From an optimization exercise on the open Yosys and OpenROAD flow, aimed at small area and a short achievable clock period; shortcuts taken in it are not production practice.
Where RTL was checked, it was by simulation tests only, not by an equivalence proof against the original.
Power is estimated from default activity; no workload was simulated.

==> inputs of job 8667 <==
## axi4s2v
module axi4s2v (
   input  logic                  pclk,
   input  logic                  prst_n,
   input  axis_pkg::axis_word_t  tdata,
   input  logic                  tvalid,
   input  logic                  tlast,
   output logic                  tready,
   output logic                  tuser,
   input  logic                  i_fstr,
   input  logic                  i_fend,
   input  logic                  i_vstr,
   input  logic                  i_vend,
   input  logic                  i_hstr,
   input  logic                  i_hend,
   input  logic                  i_href,
   output logic                  o_fstr,
   output logic                  o_fend,
   output logic                  o_vstr,
   output logic                  o_vend,
   output logic                  o_hstr,
   output logic                  o_hend,
   output logic                  o_href,
   output video_pkg::pixel_t     o_pdat,
   output video_pkg::vcnv_sts_t  o_vcnv_sts
);
export LEC_CHECK = 0
export ABC_CLOCK_PERIOD_IN_PS = 1500
export CAP_MARGIN = 20
export CORE_MARGIN = 2
export CORE_UTILIZATION = 50
export CTS_CLUSTER_DIAMETER = 100
export CTS_CLUSTER_SIZE = 25
export SETUP_SLACK_MARGIN = 1.5
export SLEW_MARGIN = 20
create_clock -name core_clock -period 3.3 [get_ports {pclk}]
standard.sh (not shown) runs the stock make flow with config.mk's settings and CLKGATE_MAP_FILE= SYNTH_SCRIPT=/design/flow/synth_recipe.tcl, a recipe that flattens the netlist after the stock synthesis.
==> flow/flow/run.sh <==
#!/bin/bash
# Layout flow: the standard flow, with clock tree synthesis told not to add
# dummy balancing loads and the port buffers made with a plain buffer cell
set -o pipefail
bash standard.sh \
  CTS_ARGS="-sink_clustering_enable -repair_clock_nets -sink_clustering_size 25 -sink_clustering_max_diameter 100 -dont_use_dummy_load" \
  BUFFER_PORTS_ARGS="-buffer_cell sky130_fd_sc_hd__buf_2" \
  finish > standard.log 2>&1
==> job 2176: changes against job 8667 <==
--- a/flow/design.v
+++ b/flow/design.v
@@ -43,17 +43,16 @@
    localparam int WHI = DEPTH / WLO;
    logic [WLO-1:0]       wsel_lo;
    logic [WHI-1:0]       wsel_hi;
    logic [DEPTH-1:0]     rsel;
    axis_pkg::fifo_lvl_t  lvl;
    axis_pkg::fifo_lvl_t  lvl_nxt;
    logic                 tready_q;
    logic                 full_q;
-   logic                 rd_q;
    logic                 empty_q;
    logic                 rdy_q;
    logic                 wr_en;
    logic                 rd_en;
    assign o_full    = ~tready_q;
    assign o_empty   = empty_q;
    assign o_rdy_lvl = rdy_q;
    assign wr_en = i_push & ~full_q;
@@ -95,28 +94,26 @@
    always_ff @(posedge pclk) begin
       if (!prst_n) begin
          wsel_lo  <= WLO'(1);
          wsel_hi  <= WHI'(1);
          rsel     <= DEPTH'(1);
          lvl      <= '0;
          tready_q <= 1'b1;
          full_q   <= 1'b0;
-         rd_q     <= 1'b0;
          empty_q  <= 1'b1;
          rdy_q    <= 1'b0;
       end else begin
          if (wr_en) begin
             wsel_lo <= {wsel_lo[WLO-2:0], wsel_lo[WLO-1]};
             if (wsel_lo[WLO-1]) begin
                wsel_hi <= {wsel_hi[WHI-2:0], wsel_hi[WHI-1]};
             end
          end
-         rd_q <= rd_en;
-         if (rd_q) begin
+         if (rd_en) begin
             rsel <= {rsel[DEPTH-2:0], rsel[DEPTH-1]};
          end
          lvl      <= lvl_nxt;
          tready_q <= (inc & ~lvl_eq31) | dec | (~inc & ~dec & tready_q);
          full_q   <= (inc & lvl_eq31) | (~inc & ~dec & full_q);
          empty_q  <= (dec & lvl_eq1) | (~inc & ~dec & empty_q);
          rdy_q    <= (inc & lvl_ge8) | (dec & lvl_ge10) | (~inc & ~dec & lvl_gt8);
       end
@@ -190,24 +187,33 @@
    logic                       hacto_end;
    logic                       pop_vstr;
    logic                       pop_hstr;
    logic                       hend_pend;
    logic                       hend_line;
    logic                       pop_close;
    logic                       first_line;
    logic                       href_q;
+   logic                       fstr_q;
+   logic                       fend_q;
+   logic                       hstr_q;
+   logic                       hend_q_o;
+   logic                       s_fstr_n, s_fend_n, s_hstr_n, s_hend_n;
    logic                       vend_q;
    logic                       fifo_rdy;
    logic                       sts_nordy;
    logic                       sts_empty;
    logic                       sts_udf;
    logic                       sts_noeof;
    logic                       hend_to_bblk;
    logic                       hend_to_fend;
+   assign s_fstr = ~s_fstr_n;
+   assign s_fend = ~s_fend_n;
+   assign s_hstr = ~s_hstr_n;
+   assign s_hend = ~s_hend_n;
    assign pop_vstr  = s_fvblk & i_fblk & i_vstr & fifo_rdy;
    assign pop_hstr  = i_hstr & ((s_fvblk & ~i_fblk) | s_hend | s_hblk);
    assign o_pop_str = pop_vstr | pop_hstr;
    assign hend_line = i_hend | hend_pend;
    assign pop_close = o_pop_vld & hend_line & i_pop_cyc_str;
    assign pop2vo_sig = pop_str_q[2-1];
    assign hacto_end  = hend_q[2-1];
    assign hend_to_bblk = i_bblk & ~i_fend;
@@ -218,58 +224,66 @@
    assign n_hstr  = (s_fvblk | s_hblk) & pop2vo_sig;
    assign n_hact  = s_hstr | (s_hact & ~hacto_end);
    assign n_hend  = s_hact & hacto_end;
    assign n_bvblk = (s_hend & hend_to_bblk) | (s_bvblk & ~i_fend);
    assign n_hblk  = (s_hend & ~hend_to_bblk & ~hend_to_fend) |
                     (s_hblk & ~pop2vo_sig & ~i_fend);
    assign n_fend  = ((s_fvblk | s_hblk) & ~pop2vo_sig & i_fend) |
                     (s_hend & hend_to_fend) | (s_bvblk & i_fend);
-   assign o_fstr = s_fstr;
-   assign o_fend = s_fend;
-   assign o_hstr = s_hstr;
-   assign o_hend = s_hend;
+   assign o_fstr = fstr_q;
+   assign o_fend = fend_q;
+   assign o_hstr = hstr_q;
+   assign o_hend = hend_q_o;
    assign o_href = href_q;
    assign o_vend = vend_q;
    assign o_vcnv_sts = {sts_noeof, sts_udf, sts_empty, sts_nordy, fifo_rdy};
    always_ff @(posedge pclk) begin
       if (!prst_n) begin
          s_idle     <= 1'b1;
-         s_fstr     <= 1'b0;
+         s_fstr_n     <= 1'b1;
          s_fvblk    <= 1'b0;
-         s_hstr     <= 1'b0;
+         s_hstr_n     <= 1'b1;
          s_hact     <= 1'b0;
-         s_hend     <= 1'b0;
+         s_hend_n     <= 1'b1;
          s_hblk     <= 1'b0;
          s_bvblk    <= 1'b0;
-         s_fend     <= 1'b0;
+         s_fend_n     <= 1'b1;
          href_q     <= 1'b0;
+         fstr_q     <= 1'b0;
+         fend_q     <= 1'b0;
+         hstr_q     <= 1'b0;
+         hend_q_o   <= 1'b0;
          vend_q     <= 1'b0;
          o_pop_vld  <= 1'b0;
          hend_pend  <= 1'b0;
          pop_str_q  <= '0;
          hend_q     <= '0;
          first_line <= 1'b1;
          o_vstr     <= 1'b0;
          fifo_rdy   <= 1'b0;
          sts_nordy  <= 1'b0;
          sts_empty  <= 1'b0;
          sts_udf    <= 1'b0;
          sts_noeof  <= 1'b0;
       end else begin
          s_idle     <= n_idle;
-         s_fstr     <= n_fstr;
+         s_fstr_n     <= ~n_fstr;
          s_fvblk    <= n_fvblk;
-         s_hstr     <= n_hstr;
+         s_hstr_n     <= ~n_hstr;
          s_hact     <= n_hact;
-         s_hend     <= n_hend;
+         s_hend_n     <= ~n_hend;
          s_hblk     <= n_hblk;
          s_bvblk    <= n_bvblk;
-         s_fend     <= n_fend;
+         s_fend_n     <= ~n_fend;
          href_q     <= n_hstr | n_hact | n_hend;
+         fstr_q     <= n_fstr;
+         fend_q     <= n_fend;
+         hstr_q     <= n_hstr;
+         hend_q_o   <= n_hend;
          vend_q     <= n_hend & (i_bblk_nxt | i_sync_nxt);
          o_pop_vld  <= (o_pop_str | o_pop_vld) & ~pop_close;
          hend_pend  <= o_pop_vld & hend_line & ~i_pop_cyc_str;
          pop_str_q  <= {pop_str_q[2-2:0], o_pop_str};
          hend_q     <= {hend_q[2-2:0], i_hend};
          if (s_fstr) begin
             first_line <= 1'b1;
          end else if (s_hstr) begin
Settings changed: CORE_UTILIZATION 50 to 40, SETUP_SLACK_MARGIN 1.5 to 1.6.
==> run notes <==
==============================================================================
Outcome .........................................................  no timing/DRC/antenna violations
Global-route usage over all layers ..............................        32.9%
Sequential-cell power consumption ...............................    15,900 uW
Leakage power total .............................................    0.0148 uW
Sequential group share of total power ...........................        67.7%
Overall via count from detail_route .............................       25,400
Placement row count .............................................          105
Total wirelength of the detailed-routed design ..................   142,000 um
Synth top area share ............................................        75.0%
GR Layer Usage met3 .............................................        6.60%
Final non-clock buffer share ....................................        7.92%
NumNets Final ...................................................        2,588
Non-clock buffer instance count of the final layout .............          314
CORE AREA .......................................................  0.0816 mm^2
Synthesized-area fraction occupied by ao, oa, aoi and oai cells .        10.3%
Nets in the synthesized netlist .................................        2,381
Switching share of total power ..................................        19.9%
Post-detailed-placement half-perimeter wirelength ...............    68,200 um
Die Footprint ...................................................  0.0843 mm^2
Stage delay of the slowest cell on the critical path ............      0.68 ns
==============================================================================
# the run above: job 8667

==> run notes <==
===================================================================
Outcome ..............................................  no timing/DRC/antenna violations
CORE AREA ............................................   0.102 mm^2
Leakage power total ..................................    0.0156 uW
Die Footprint ........................................   0.105 mm^2
Final non-clock buffer share .........................        10.7%
Sequential-cell power consumption ....................    16,000 uW
Stage delay of the slowest cell on the critical path .      0.33 ns
Switching share of total power .......................        20.3%
Global-route usage over all layers ...................        28.1%
Nets in the synthesized netlist ......................        2,427
Placement row count ..................................          117
Synth top area share .................................        74.9%
Non-clock buffer instance count of the final layout ..          387
===================================================================
# the run above: job 2176

No run of this note included a check of the RTL's function; only the layout flow was run.

* * *

==> tundra: inputs <==
==> flow/design.v <==
`default_nettype none
package axis_pkg;
   typedef logic [32-1:0]    axis_word_t;
   typedef logic [5-1:0] fifo_addr_t;
   typedef logic [5:0]   fifo_lvl_t;
endpackage
`default_nettype wire
`default_nettype none
package video_pkg;
   typedef logic [8-1:0]                pixel_t;
   typedef logic [10-1:0]                line_cnt_t;
   typedef logic [$clog2(4)-1:0] px_sel_t;
   typedef logic [4:0]                              vcnv_sts_t;
   typedef enum logic [3:0] {
      VOTM_IDLE,
      VOTM_FSTR,
      VOTM_FVBLK,
      VOTM_HSTR,
      VOTM_HACT,
      VOTM_HEND,
      VOTM_HBLK,
      VOTM_BVBLK,
      VOTM_FEND
   } votm_state_t;
endpackage
`default_nettype wire
`default_nettype none
module stream_fifo (
   input  logic                 pclk,
   input  logic                 prst_n,
   input  logic                 i_push,
   input  axis_pkg::axis_word_t i_wdata,
   output logic                 o_full,
   input  logic                 i_pop,
   output axis_pkg::axis_word_t o_rdata,
   output logic                 o_empty,
   output logic                 o_rdy_lvl
);
   localparam int DEPTH = 2**5;
   localparam int DW    = 32;
   logic [DEPTH*DW-1:0]  mem;
   axis_pkg::fifo_addr_t wptr;
   logic [DEPTH-1:0]     rsel;
   axis_pkg::fifo_lvl_t  lvl;
   axis_pkg::fifo_lvl_t  lvl_nxt;
   logic                 tready_q;
   logic                 empty_q;
   logic                 rdy_q;
   logic                 wr_en;
   logic                 rd_en;
   assign o_full    = ~tready_q;
   assign o_empty   = empty_q;
   assign o_rdy_lvl = rdy_q;
   assign wr_en = i_push & tready_q;
   assign rd_en = i_pop;
   always_ff @(posedge pclk) begin
      for (int i = 0; i < DEPTH; i++) begin
         if (wr_en && wptr == axis_pkg::fifo_addr_t'(i)) begin
            mem[i*DW +: DW] <= i_wdata;
         end
      end
   end
   always_comb begin
      o_rdata = '0;
      for (int i = 0; i < DEPTH; i++) begin
         o_rdata = o_rdata | ({DW{rsel[i]}} & mem[i*DW +: DW]);
      end
   end
   logic inc;
   logic dec;
   logic lvl_eq1;
   logic lvl_eq31;
   logic lvl_ge8;
   logic lvl_gt8;
   logic lvl_ge10;
   assign inc = wr_en & ~rd_en;
   assign dec = rd_en & ~wr_en;
   assign lvl_eq1  = (lvl == axis_pkg::fifo_lvl_t'(1));
   assign lvl_eq31 = (lvl == axis_pkg::fifo_lvl_t'(DEPTH-1));
   assign lvl_ge8  = (lvl >= axis_pkg::fifo_lvl_t'(8));
   assign lvl_gt8  = (lvl >  axis_pkg::fifo_lvl_t'(8));
   assign lvl_ge10 = (lvl >= axis_pkg::fifo_lvl_t'(8+2));
   always_comb begin
      if (inc) begin
         lvl_nxt = lvl + 1'b1;
      end else if (dec) begin
         lvl_nxt = lvl - 1'b1;
      end else begin
         lvl_nxt = lvl;
      end
   end
   always_ff @(posedge pclk) begin
      if (!prst_n) begin
         wptr     <= '0;
         rsel     <= DEPTH'(1);
         lvl      <= '0;
         tready_q <= 1'b1;
         empty_q  <= 1'b1;
         rdy_q    <= 1'b0;
      end else begin
         if (wr_en) begin
            wptr <= wptr + 1'b1;
         end
         if (rd_en) begin
            rsel <= {rsel[DEPTH-2:0], rsel[DEPTH-1]};
         end
         lvl <= lvl_nxt;
         if (inc) begin
            tready_q <= ~lvl_eq31;
            empty_q  <= 1'b0;
            rdy_q    <= lvl_ge8;
         end else if (dec) begin
            tready_q <= 1'b1;
            empty_q  <= lvl_eq1;
            rdy_q    <= lvl_ge10;
         end else begin
            rdy_q    <= lvl_gt8;
         end
      end
   end
endmodule
`default_nettype wire
`default_nettype none
module vin_tracker (
   input  logic pclk,
   input  logic prst_n,
   input  logic i_fstr,
   input  logic i_vstr,
   input  logic i_vend,
   input  logic i_fend,
   output logic o_fblk,
   output logic o_bblk,
   output logic o_sync,
   output logic o_bblk_nxt,
   output logic o_sync_nxt
);
   assign o_bblk_nxt = (o_bblk | i_vend) & ~i_fend;
   assign o_sync_nxt = (o_sync | i_fend) & ~i_fstr;
   always_ff @(posedge pclk) begin
      if (!prst_n) begin
         o_fblk <= 1'b0;
         o_bblk <= 1'b0;
         o_sync <= 1'b0;
      end else begin
         o_fblk <= (o_fblk | i_fstr) & ~i_vstr;
         o_bblk <= o_bblk_nxt;
         o_sync <= o_sync_nxt;
      end
   end
endmodule
`default_nettype wire
`default_nettype none
module vout_timing (
   input  logic                  pclk,
   input  logic                  prst_n,
   input  logic                  i_fstr,
   input  logic                  i_fend,
   input  logic                  i_vstr,
   input  logic                  i_vend,
   input  logic                  i_hstr,
   input  logic                  i_hend,
   input  logic                  i_fblk,
   input  logic                  i_bblk,
   input  logic                  i_sync,
   input  logic                  i_bblk_nxt,
   input  logic                  i_sync_nxt,
   input  logic                  i_pop_cyc_str,
   input  logic                  i_pop_cyc_q,
   input  logic                  i_fifo_empty,
   input  logic                  i_fifo_rdy_lvl,
   output logic                  o_pop_vld,
   output logic                  o_pop_str,
   output logic                  o_fstr,
   output logic                  o_fend,
   output logic                  o_vstr,
   output logic                  o_vend,
   output logic                  o_hstr,
   output logic                  o_hend,
   output logic                  o_href,
   output video_pkg::vcnv_sts_t  o_vcnv_sts
);
   logic s_idle, s_fstr, s_fvblk, s_hstr, s_hact, s_hend, s_hblk, s_bvblk, s_fend;
   logic n_idle, n_fstr, n_fvblk, n_hstr, n_hact, n_hend, n_hblk, n_bvblk, n_fend;
   logic [2-1:0] pop_str_q;
   logic [2-1:0] hend_q;
   logic                       pop2vo_sig;
   logic                       hacto_end;
   logic                       pop_vstr;
   logic                       pop_hstr;
   logic                       hend_pend;
   logic                       hend_line;
   logic                       pop_close;
   logic                       first_line;
   logic                       href_q;
   logic                       vend_q;
   logic                       fifo_rdy;
   logic                       sts_nordy;
   logic                       sts_empty;
   logic                       sts_udf;
   logic                       sts_noeof;
   logic                       hend_to_bblk;
   logic                       hend_to_fend;
   assign pop_vstr  = s_fvblk & i_fblk & i_vstr & fifo_rdy;
   assign pop_hstr  = i_hstr & ((s_fvblk & ~i_fblk) | s_hend | s_hblk);
   assign o_pop_str = pop_vstr | pop_hstr;
   assign hend_line = i_hend | hend_pend;
   assign pop_close = o_pop_vld & hend_line & i_pop_cyc_str;
   assign pop2vo_sig = pop_str_q[2-1];
   assign hacto_end  = hend_q[2-1];
   assign hend_to_bblk = i_bblk & ~i_fend;
   assign hend_to_fend = ~hend_to_bblk & (i_sync | i_fend);
   assign n_fstr  = (s_idle | s_fend) & i_fstr;
   assign n_idle  = (s_idle | s_fend) & ~i_fstr;
   assign n_fvblk = s_fstr | (s_fvblk & ~pop2vo_sig & ~i_fend);
   assign n_hstr  = (s_fvblk | s_hblk) & pop2vo_sig;
   assign n_hact  = s_hstr | (s_hact & ~hacto_end);
   assign n_hend  = s_hact & hacto_end;
   assign n_bvblk = (s_hend & hend_to_bblk) | (s_bvblk & ~i_fend);
   assign n_hblk  = (s_hend & ~hend_to_bblk & ~hend_to_fend) |
                    (s_hblk & ~pop2vo_sig & ~i_fend);
   assign n_fend  = ((s_fvblk | s_hblk) & ~pop2vo_sig & i_fend) |
                    (s_hend & hend_to_fend) | (s_bvblk & i_fend);
   assign o_fstr = s_fstr;
   assign o_fend = s_fend;
   assign o_hstr = s_hstr;
   assign o_hend = s_hend;
   assign o_href = href_q;
   assign o_vend = vend_q;
   assign o_vcnv_sts = {sts_noeof, sts_udf, sts_empty, sts_nordy, fifo_rdy};
   always_ff @(posedge pclk) begin
      if (!prst_n) begin
         s_idle     <= 1'b1;
         s_fstr     <= 1'b0;
         s_fvblk    <= 1'b0;
         s_hstr     <= 1'b0;
         s_hact     <= 1'b0;
         s_hend     <= 1'b0;
         s_hblk     <= 1'b0;
         s_bvblk    <= 1'b0;
         s_fend     <= 1'b0;
         href_q     <= 1'b0;
         vend_q     <= 1'b0;
         o_pop_vld  <= 1'b0;
         hend_pend  <= 1'b0;
         pop_str_q  <= '0;
         hend_q     <= '0;
         first_line <= 1'b1;
         o_vstr     <= 1'b0;
         fifo_rdy   <= 1'b0;
         sts_nordy  <= 1'b0;
         sts_empty  <= 1'b0;
         sts_udf    <= 1'b0;
         sts_noeof  <= 1'b0;
      end else begin
         s_idle     <= n_idle;
         s_fstr     <= n_fstr;
         s_fvblk    <= n_fvblk;
         s_hstr     <= n_hstr;
         s_hact     <= n_hact;
         s_hend     <= n_hend;
         s_hblk     <= n_hblk;
         s_bvblk    <= n_bvblk;
         s_fend     <= n_fend;
         href_q     <= n_hstr | n_hact | n_hend;
         vend_q     <= n_hend & (i_bblk_nxt | i_sync_nxt);
         o_pop_vld  <= (o_pop_str | o_pop_vld) & ~pop_close;
         hend_pend  <= o_pop_vld & hend_line & ~i_pop_cyc_str;
         pop_str_q  <= {pop_str_q[2-2:0], o_pop_str};
         hend_q     <= {hend_q[2-2:0], i_hend};
         if (s_fstr) begin
            first_line <= 1'b1;
         end else if (s_hstr) begin
            first_line <= 1'b0;
         end
         o_vstr     <= n_hstr & first_line;
         fifo_rdy   <= (fifo_rdy | i_fifo_rdy_lvl) & ~vend_q;
         sts_nordy  <= (sts_nordy | (i_hstr & ~fifo_rdy)) & ~i_fend;
         sts_empty  <= (sts_empty | (i_hstr & i_fifo_empty)) & ~i_fend;
         sts_udf    <= (sts_udf | (o_pop_vld & i_pop_cyc_q & i_fifo_empty)) & ~i_fend;
         sts_noeof  <= (sts_noeof | (i_fend & ~i_bblk)) & ~i_vend;
      end
   end
endmodule
`default_nettype wire
`default_nettype none
module pixel_unpack (
   input  logic              pclk,
   input  logic              prst_n,
   input  logic              i_pop_vld,
   input  logic              i_pop_str,
   output logic              o_pop,
   input  axis_pkg::axis_word_t i_rdata,
   input  logic              i_empty,
   output logic              o_pop_cyc_str,
   output logic              o_pop_cyc_q,
   output video_pkg::pixel_t o_pdat
);
   localparam int PW = 8;
   localparam int DW = 32;
   video_pkg::px_sel_t   px_cnt;
   video_pkg::px_sel_t   px_cnt_nxt;
   logic                 px0_q;
   axis_pkg::axis_word_t word_sr;
   always_comb begin
      px_cnt_nxt = px_cnt;
      if (i_pop_str) begin
         px_cnt_nxt = '0;
      end else if (i_pop_vld) begin
         px_cnt_nxt = px_cnt + 1'b1;
      end
   end
   assign o_pop_cyc_str = (px_cnt_nxt == '0);
   assign o_pop_cyc_q   = px0_q;
   assign o_pop = i_pop_vld & px0_q & ~i_empty;
   always_ff @(posedge pclk) begin
      if (!prst_n) begin
         px_cnt <= '0;
         px0_q  <= 1'b1;
      end else begin
         px_cnt <= px_cnt_nxt;
         px0_q  <= o_pop_cyc_str;
      end
   end
   always_ff @(posedge pclk) begin
      word_sr[DW-1:DW-PW] <= i_rdata[DW-1:DW-PW];
      if (px0_q) begin
         word_sr[DW-PW-1:0] <= i_rdata[DW-PW-1:0];
      end else begin
         word_sr[DW-PW-1:0] <= word_sr[DW-1:PW];
      end
      o_pdat <= word_sr[PW-1:0];
   end
endmodule
`default_nettype wire
`default_nettype none
module axi4s2v (
   input  logic                  pclk,
   input  logic                  prst_n,
   input  axis_pkg::axis_word_t  tdata,
   input  logic                  tvalid,
   input  logic                  tlast,
   output logic                  tready,
   output logic                  tuser,
   input  logic                  i_fstr,
   input  logic                  i_fend,
   input  logic                  i_vstr,
   input  logic                  i_vend,
   input  logic                  i_hstr,
   input  logic                  i_hend,
   input  logic                  i_href,
   output logic                  o_fstr,
   output logic                  o_fend,
   output logic                  o_vstr,
   output logic                  o_vend,
   output logic                  o_hstr,
   output logic                  o_hend,
   output logic                  o_href,
   output video_pkg::pixel_t     o_pdat,
   output video_pkg::vcnv_sts_t  o_vcnv_sts
);
   logic fifo_full;
   logic fifo_push;
   logic in_fblk;
   logic in_bblk;
   logic in_sync;
   logic in_bblk_nxt;
   logic in_sync_nxt;
   logic pop_vld;
   logic pop_str;
   logic pop_cyc_str;
   logic pop_cyc_q;
   logic                 fifo_pop;
   axis_pkg::axis_word_t fifo_rdata;
   logic                 fifo_empty;
   logic                 fifo_rdy_lvl;
   assign tready    = ~fifo_full;
   assign fifo_push = tvalid;
   assign tuser     = o_fstr;
   stream_fifo fifo (
      .pclk      (pclk),
      .prst_n    (prst_n),
      .i_push    (fifo_push),
      .i_wdata   (tdata),
      .o_full    (fifo_full),
      .i_pop     (fifo_pop),
      .o_rdata   (fifo_rdata),
      .o_empty   (fifo_empty),
      .o_rdy_lvl (fifo_rdy_lvl)
   );
   vin_tracker vin_trk (
      .pclk       (pclk),
      .prst_n     (prst_n),
      .i_fstr     (i_fstr),
      .i_vstr     (i_vstr),
      .i_vend     (i_vend),
      .i_fend     (i_fend),
      .o_fblk     (in_fblk),
      .o_bblk     (in_bblk),
      .o_sync     (in_sync),
      .o_bblk_nxt (in_bblk_nxt),
      .o_sync_nxt (in_sync_nxt)
   );
   vout_timing vout_tm (
      .pclk           (pclk),
      .prst_n         (prst_n),
      .i_fstr         (i_fstr),
      .i_fend         (i_fend),
      .i_vstr         (i_vstr),
      .i_vend         (i_vend),
      .i_hstr         (i_hstr),
      .i_hend         (i_hend),
      .i_fblk         (in_fblk),
      .i_bblk         (in_bblk),
      .i_sync         (in_sync),
      .i_bblk_nxt     (in_bblk_nxt),
      .i_sync_nxt     (in_sync_nxt),
      .i_pop_cyc_str  (pop_cyc_str),
      .i_pop_cyc_q    (pop_cyc_q),
      .i_fifo_empty   (fifo_empty),
      .i_fifo_rdy_lvl (fifo_rdy_lvl),
      .o_pop_vld      (pop_vld),
      .o_pop_str      (pop_str),
      .o_fstr         (o_fstr),
      .o_fend         (o_fend),
      .o_vstr         (o_vstr),
      .o_vend         (o_vend),
      .o_hstr         (o_hstr),
      .o_hend         (o_hend),
      .o_href         (o_href),
      .o_vcnv_sts     (o_vcnv_sts)
   );
   pixel_unpack unpack (
      .pclk          (pclk),
      .prst_n        (prst_n),
      .i_pop_vld     (pop_vld),
      .i_pop_str     (pop_str),
      .o_pop         (fifo_pop),
      .i_rdata       (fifo_rdata),
      .i_empty       (fifo_empty),
      .o_pop_cyc_str (pop_cyc_str),
      .o_pop_cyc_q   (pop_cyc_q),
      .o_pdat        (o_pdat)
   );
endmodule
`default_nettype wire
==> flow/run.sh <==
#!/bin/bash
# synth_recipe.tcl (not shown) runs the flow's synth.tcl, then flattens the netlist and writes it again
# the make line also repeats each setting of config.mk as NAME=value (left out here)
make -C /OpenROAD-flow-scripts/flow DESIGN_CONFIG=/design/flow/config.mk WORK_HOME=/design/flow/orfs CLKGATE_MAP_FILE= SYNTH_SCRIPT=/design/flow/synth_recipe.tcl finish
==> flow/config.mk <==
export PLATFORM = sky130hd
export DESIGN_NAME = axi4s2v
export DESIGN_NICKNAME = axi4s2v
export VERILOG_FILES = /design/flow/design.v
export SDC_FILE = /design/flow/constraint.sdc
export NUM_CORES = 4
export LEC_CHECK = 0
export ABC_CLOCK_PERIOD_IN_PS = 1500
export CAP_MARGIN = 20
export CORE_MARGIN = 2
export CORE_UTILIZATION = 40
export CTS_CLUSTER_DIAMETER = 120
export CTS_CLUSTER_SIZE = 30
export SETUP_SLACK_MARGIN = 1.5
export SLEW_MARGIN = 20
==> flow/constraint.sdc <==
create_clock -name core_clock -period 3.3 [get_ports {pclk}]
set_input_delay 0.6600 -clock core_clock [delete_from_list [all_inputs] [get_ports {pclk}]]
set_output_delay 0.6600 -clock core_clock [all_outputs]
set_load 0.01 [all_outputs]
==> inputs of xenon, as changes to tundra <==
--- a/flow/design.v
+++ b/flow/design.v
@@ -39,7 +39,10 @@
    localparam int DEPTH = 2**5;
    localparam int DW    = 32;
    logic [DEPTH*DW-1:0]  mem;
-   axis_pkg::fifo_addr_t wptr;
+   localparam int WLO = 4;
+   localparam int WHI = DEPTH / WLO;
+   logic [WLO-1:0]       wsel_lo;
+   logic [WHI-1:0]       wsel_hi;
    logic [DEPTH-1:0]     rsel;
    axis_pkg::fifo_lvl_t  lvl;
    axis_pkg::fifo_lvl_t  lvl_nxt;
@@ -55,7 +58,7 @@
    assign rd_en = i_pop;
    always_ff @(posedge pclk) begin
       for (int i = 0; i < DEPTH; i++) begin
-         if (wr_en && wptr == axis_pkg::fifo_addr_t'(i)) begin
+         if (wr_en && wsel_lo[i % WLO] && wsel_hi[i / WLO]) begin
             mem[i*DW +: DW] <= i_wdata;
          end
       end
@@ -80,18 +83,17 @@
    assign lvl_ge8  = (lvl >= axis_pkg::fifo_lvl_t'(8));
    assign lvl_gt8  = (lvl >  axis_pkg::fifo_lvl_t'(8));
    assign lvl_ge10 = (lvl >= axis_pkg::fifo_lvl_t'(8+2));
-   always_comb begin
-      if (inc) begin
-         lvl_nxt = lvl + 1'b1;
-      end else if (dec) begin
-         lvl_nxt = lvl - 1'b1;
-      end else begin
-         lvl_nxt = lvl;
-      end
-   end
+   axis_pkg::fifo_lvl_t lvl_up;
+   axis_pkg::fifo_lvl_t lvl_dn;
+   assign lvl_up  = lvl + 1'b1;
+   assign lvl_dn  = lvl - 1'b1;
+   assign lvl_nxt = ({(5+1){inc}} & lvl_up) |
+                    ({(5+1){dec}} & lvl_dn) |
+                    ({(5+1){~inc & ~dec}} & lvl);
    always_ff @(posedge pclk) begin
       if (!prst_n) begin
-         wptr     <= '0;
+         wsel_lo  <= WLO'(1);
+         wsel_hi  <= WHI'(1);
          rsel     <= DEPTH'(1);
          lvl      <= '0;
          tready_q <= 1'b1;
@@ -99,23 +101,18 @@
          rdy_q    <= 1'b0;
       end else begin
          if (wr_en) begin
-            wptr <= wptr + 1'b1;
+            wsel_lo <= {wsel_lo[WLO-2:0], wsel_lo[WLO-1]};
+            if (wsel_lo[WLO-1]) begin
+               wsel_hi <= {wsel_hi[WHI-2:0], wsel_hi[WHI-1]};
+            end
          end
          if (rd_en) begin
             rsel <= {rsel[DEPTH-2:0], rsel[DEPTH-1]};
          end
-         lvl <= lvl_nxt;
-         if (inc) begin
-            tready_q <= ~lvl_eq31;
-            empty_q  <= 1'b0;
-            rdy_q    <= lvl_ge8;
-         end else if (dec) begin
-            tready_q <= 1'b1;
-            empty_q  <= lvl_eq1;
-            rdy_q    <= lvl_ge10;
-         end else begin
-            rdy_q    <= lvl_gt8;
-         end
+         lvl      <= lvl_nxt;
+         tready_q <= (inc & ~lvl_eq31) | dec | (~inc & ~dec & tready_q);
+         empty_q  <= (dec & lvl_eq1) | (~inc & ~dec & empty_q);
+         rdy_q    <= (inc & lvl_ge8) | (dec & lvl_ge10) | (~inc & ~dec & lvl_gt8);
       end
    end
 endmodule
==> flow/flow/run.sh (new file) <==
#!/bin/bash
# Layout flow: the standard flow, with clock tree synthesis told not to add
# dummy balancing loads and the port buffers made with a plain buffer cell
set -o pipefail
bash standard.sh \
  CTS_ARGS="-sink_clustering_enable -repair_clock_nets -sink_clustering_size 25 -sink_clustering_max_diameter 100 -dont_use_dummy_load" \
  BUFFER_PORTS_ARGS="-buffer_cell sky130_fd_sc_hd__buf_2" \
  finish > standard.log 2>&1
==> flow/standard.sh (new file) <==
#!/bin/bash
# synth_recipe.tcl (not shown) runs the flow's synth.tcl, then flattens the netlist and writes it again
# the make line also repeats each setting of config.mk as NAME=value (left out here)
make -C /OpenROAD-flow-scripts/flow DESIGN_CONFIG=/design/flow/config.mk WORK_HOME=/design/flow/orfs CLKGATE_MAP_FILE= SYNTH_SCRIPT=/design/flow/synth_recipe.tcl "${@:-finish}"
==> flow/config.mk (replaced) <==
export PLATFORM = sky130hd
export DESIGN_NAME = axi4s2v
export DESIGN_NICKNAME = axi4s2v
export VERILOG_FILES = /design/flow/design.v
export SDC_FILE = /design/flow/constraint.sdc
export NUM_CORES = 4
export LEC_CHECK = 0
export ABC_CLOCK_PERIOD_IN_PS = 1000
export CAP_MARGIN = 20
export CORE_MARGIN = 2
export CORE_UTILIZATION = 40
export CTS_CLUSTER_DIAMETER = 100
export CTS_CLUSTER_SIZE = 25
export SETUP_SLACK_MARGIN = 1.6
export SLEW_MARGIN = 20
removed: flow/run.sh
==> inputs of raven, as changes to tundra <==
--- a/flow/design.v
+++ b/flow/design.v
@@ -39,11 +39,17 @@
    localparam int DEPTH = 2**5;
    localparam int DW    = 32;
    logic [DEPTH*DW-1:0]  mem;
-   axis_pkg::fifo_addr_t wptr;
+   localparam int WLO = 4;
+   localparam int WHI = DEPTH / WLO;
+   logic [WLO-1:0]       wsel_lo;
+   logic [WHI-1:0]       wsel_hi;
    logic [DEPTH-1:0]     rsel;
+   logic [DEPTH-1:0]     rsel_r;
    axis_pkg::fifo_lvl_t  lvl;
    axis_pkg::fifo_lvl_t  lvl_nxt;
    logic                 tready_q;
+   logic                 full_q;
+   logic                 rd_q;
    logic                 empty_q;
    logic                 rdy_q;
    logic                 wr_en;
@@ -51,11 +57,11 @@
    assign o_full    = ~tready_q;
    assign o_empty   = empty_q;
    assign o_rdy_lvl = rdy_q;
-   assign wr_en = i_push & tready_q;
+   assign wr_en = i_push & ~full_q;
    assign rd_en = i_pop;
    always_ff @(posedge pclk) begin
       for (int i = 0; i < DEPTH; i++) begin
-         if (wr_en && wptr == axis_pkg::fifo_addr_t'(i)) begin
+         if (wr_en && wsel_lo[i % WLO] && wsel_hi[i / WLO]) begin
             mem[i*DW +: DW] <= i_wdata;
          end
       end
@@ -63,7 +69,10 @@
    always_comb begin
       o_rdata = '0;
       for (int i = 0; i < DEPTH; i++) begin
-         o_rdata = o_rdata | ({DW{rsel[i]}} & mem[i*DW +: DW]);
+         o_rdata[DW/2-1:0] = o_rdata[DW/2-1:0] |
+                             ({(DW/2){rsel[i]}} & mem[i*DW +: DW/2]);
+         o_rdata[DW-1:DW/2] = o_rdata[DW-1:DW/2] |
+                              ({(DW/2){rsel_r[DEPTH-1-i]}} & mem[i*DW+DW/2 +: DW/2]);
       end
    end
    logic inc;
@@ -80,42 +89,42 @@
    assign lvl_ge8  = (lvl >= axis_pkg::fifo_lvl_t'(8));
    assign lvl_gt8  = (lvl >  axis_pkg::fifo_lvl_t'(8));
    assign lvl_ge10 = (lvl >= axis_pkg::fifo_lvl_t'(8+2));
-   always_comb begin
-      if (inc) begin
-         lvl_nxt = lvl + 1'b1;
-      end else if (dec) begin
-         lvl_nxt = lvl - 1'b1;
-      end else begin
-         lvl_nxt = lvl;
-      end
-   end
+   axis_pkg::fifo_lvl_t lvl_up;
+   axis_pkg::fifo_lvl_t lvl_dn;
+   assign lvl_up  = lvl + 1'b1;
+   assign lvl_dn  = lvl - 1'b1;
+   assign lvl_nxt = ({(5+1){inc}} & lvl_up) |
+                    ({(5+1){dec}} & lvl_dn) |
+                    ({(5+1){~inc & ~dec}} & lvl);
    always_ff @(posedge pclk) begin
       if (!prst_n) begin
-         wptr     <= '0;
+         wsel_lo  <= WLO'(1);
+         wsel_hi  <= WHI'(1);
          rsel     <= DEPTH'(1);
+         rsel_r   <= {1'b1, {(DEPTH-1){1'b0}}};
          lvl      <= '0;
          tready_q <= 1'b1;
+         full_q   <= 1'b0;
+         rd_q     <= 1'b0;
          empty_q  <= 1'b1;
          rdy_q    <= 1'b0;
       end else begin
          if (wr_en) begin
-            wptr <= wptr + 1'b1;
-         end
-         if (rd_en) begin
-            rsel <= {rsel[DEPTH-2:0], rsel[DEPTH-1]};
+            wsel_lo <= {wsel_lo[WLO-2:0], wsel_lo[WLO-1]};
+            if (wsel_lo[WLO-1]) begin
+               wsel_hi <= {wsel_hi[WHI-2:0], wsel_hi[WHI-1]};
+            end
          end
-         lvl <= lvl_nxt;
-         if (inc) begin
-            tready_q <= ~lvl_eq31;
-            empty_q  <= 1'b0;
-            rdy_q    <= lvl_ge8;
-         end else if (dec) begin
-            tready_q <= 1'b1;
-            empty_q  <= lvl_eq1;
-            rdy_q    <= lvl_ge10;
-         end else begin
-            rdy_q    <= lvl_gt8;
+         rd_q <= rd_en;
+         if (rd_q) begin
+            rsel   <= {rsel[DEPTH-2:0], rsel[DEPTH-1]};
+            rsel_r <= {rsel_r[0], rsel_r[DEPTH-1:1]};
          end
+         lvl      <= lvl_nxt;
+         tready_q <= (inc & ~lvl_eq31) | dec | (~inc & ~dec & tready_q);
+         full_q   <= (inc & lvl_eq31) | (~inc & ~dec & full_q);
+         empty_q  <= (dec & lvl_eq1) | (~inc & ~dec & empty_q);
+         rdy_q    <= (inc & lvl_ge8) | (dec & lvl_ge10) | (~inc & ~dec & lvl_gt8);
       end
    end
 endmodule
==> flow/flow/run.sh (new file) <==
#!/bin/bash
# Layout flow: the standard flow, with clock tree synthesis told not to add
# dummy balancing loads and the port buffers made with a plain buffer cell
set -o pipefail
bash standard.sh \
  CTS_ARGS="-sink_clustering_enable -repair_clock_nets -sink_clustering_size 25 -sink_clustering_max_diameter 100 -dont_use_dummy_load" \
  BUFFER_PORTS_ARGS="-buffer_cell sky130_fd_sc_hd__buf_2" \
  finish > standard.log 2>&1
==> flow/standard.sh (new file) <==
#!/bin/bash
# synth_recipe.tcl (not shown) runs the flow's synth.tcl, then flattens the netlist and writes it again
# the make line also repeats each setting of config.mk as NAME=value (left out here)
make -C /OpenROAD-flow-scripts/flow DESIGN_CONFIG=/design/flow/config.mk WORK_HOME=/design/flow/orfs CLKGATE_MAP_FILE= SYNTH_SCRIPT=/design/flow/synth_recipe.tcl "${@:-finish}"
--- a/flow/config.mk
+++ b/flow/config.mk
@@ -9,7 +9,7 @@
 export CAP_MARGIN = 20
 export CORE_MARGIN = 2
 export CORE_UTILIZATION = 40
-export CTS_CLUSTER_DIAMETER = 120
-export CTS_CLUSTER_SIZE = 30
+export CTS_CLUSTER_DIAMETER = 100
+export CTS_CLUSTER_SIZE = 25
 export SETUP_SLACK_MARGIN = 1.5
 export SLEW_MARGIN = 20
removed: flow/run.sh
==> summary of the runs <==
Between tundra and xenon, the lower fmax is in tundra (gap 8.5%, measured against xenon). Total power, highest first: raven, tundra, xenon. In xenon the global-route usage is higher than in tundra, by 1.3 points. Worst setup slack: tundra < raven < xenon. Between tundra and xenon, the lower routed wire length is in tundra (gap 5.4%, measured against xenon). Of xenon and tundra, xenon has the higher flip-flop and latch count (gap 7).
Function not checked in tundra and raven: the RTL went through the layout flow alone.

[port drivers added, routing unchanged]
Ports are ideal in the flow. The routed layouts listed here were re-timed in OpenROAD. Step 1: set_driving_cell puts a clkbuf_16 on pclk and a buf_2 on each other input, an assumption about the parent block. Step 2, shift: input delay + t, output delay - t, t = (earliest + latest rising clock arrival at the registers) / 2. This alone moves slack from input paths to output paths. a / b / c = ideal / step 1 / step 2; a / b = the first two.
run | t (ns) | setup WS [ns] | worst setup path at the end | latest minus earliest clock arrival (ns) | cell pins on the clock port's net
job 8667 | 0.697 | 1.461 / 1.437 / 1.101 | input to register | 0.053 / 0.053 | 1
job 2176 | 0.693 | 1.479 / 1.445 / 1.138 | input to register | 0.070 / 0.069 | 1
tundra | 0.710 | 1.341 / 1.341 / 0.734 | input to register | 0.031 / 0.032 | 1
xenon | 0.710 | 1.508 / 1.442 / 1.133 | input to register | 0.041 / 0.041 | 1
raven | 0.720 | 1.455 / 1.453 / 1.178 | input to register | 0.069 / 0.069 | 1
After both steps setup and hold are still met in every run listed. The setup slack of tundra, which loses most, moves by 0.000 ns with the drivers and by -0.607 ns with both steps.
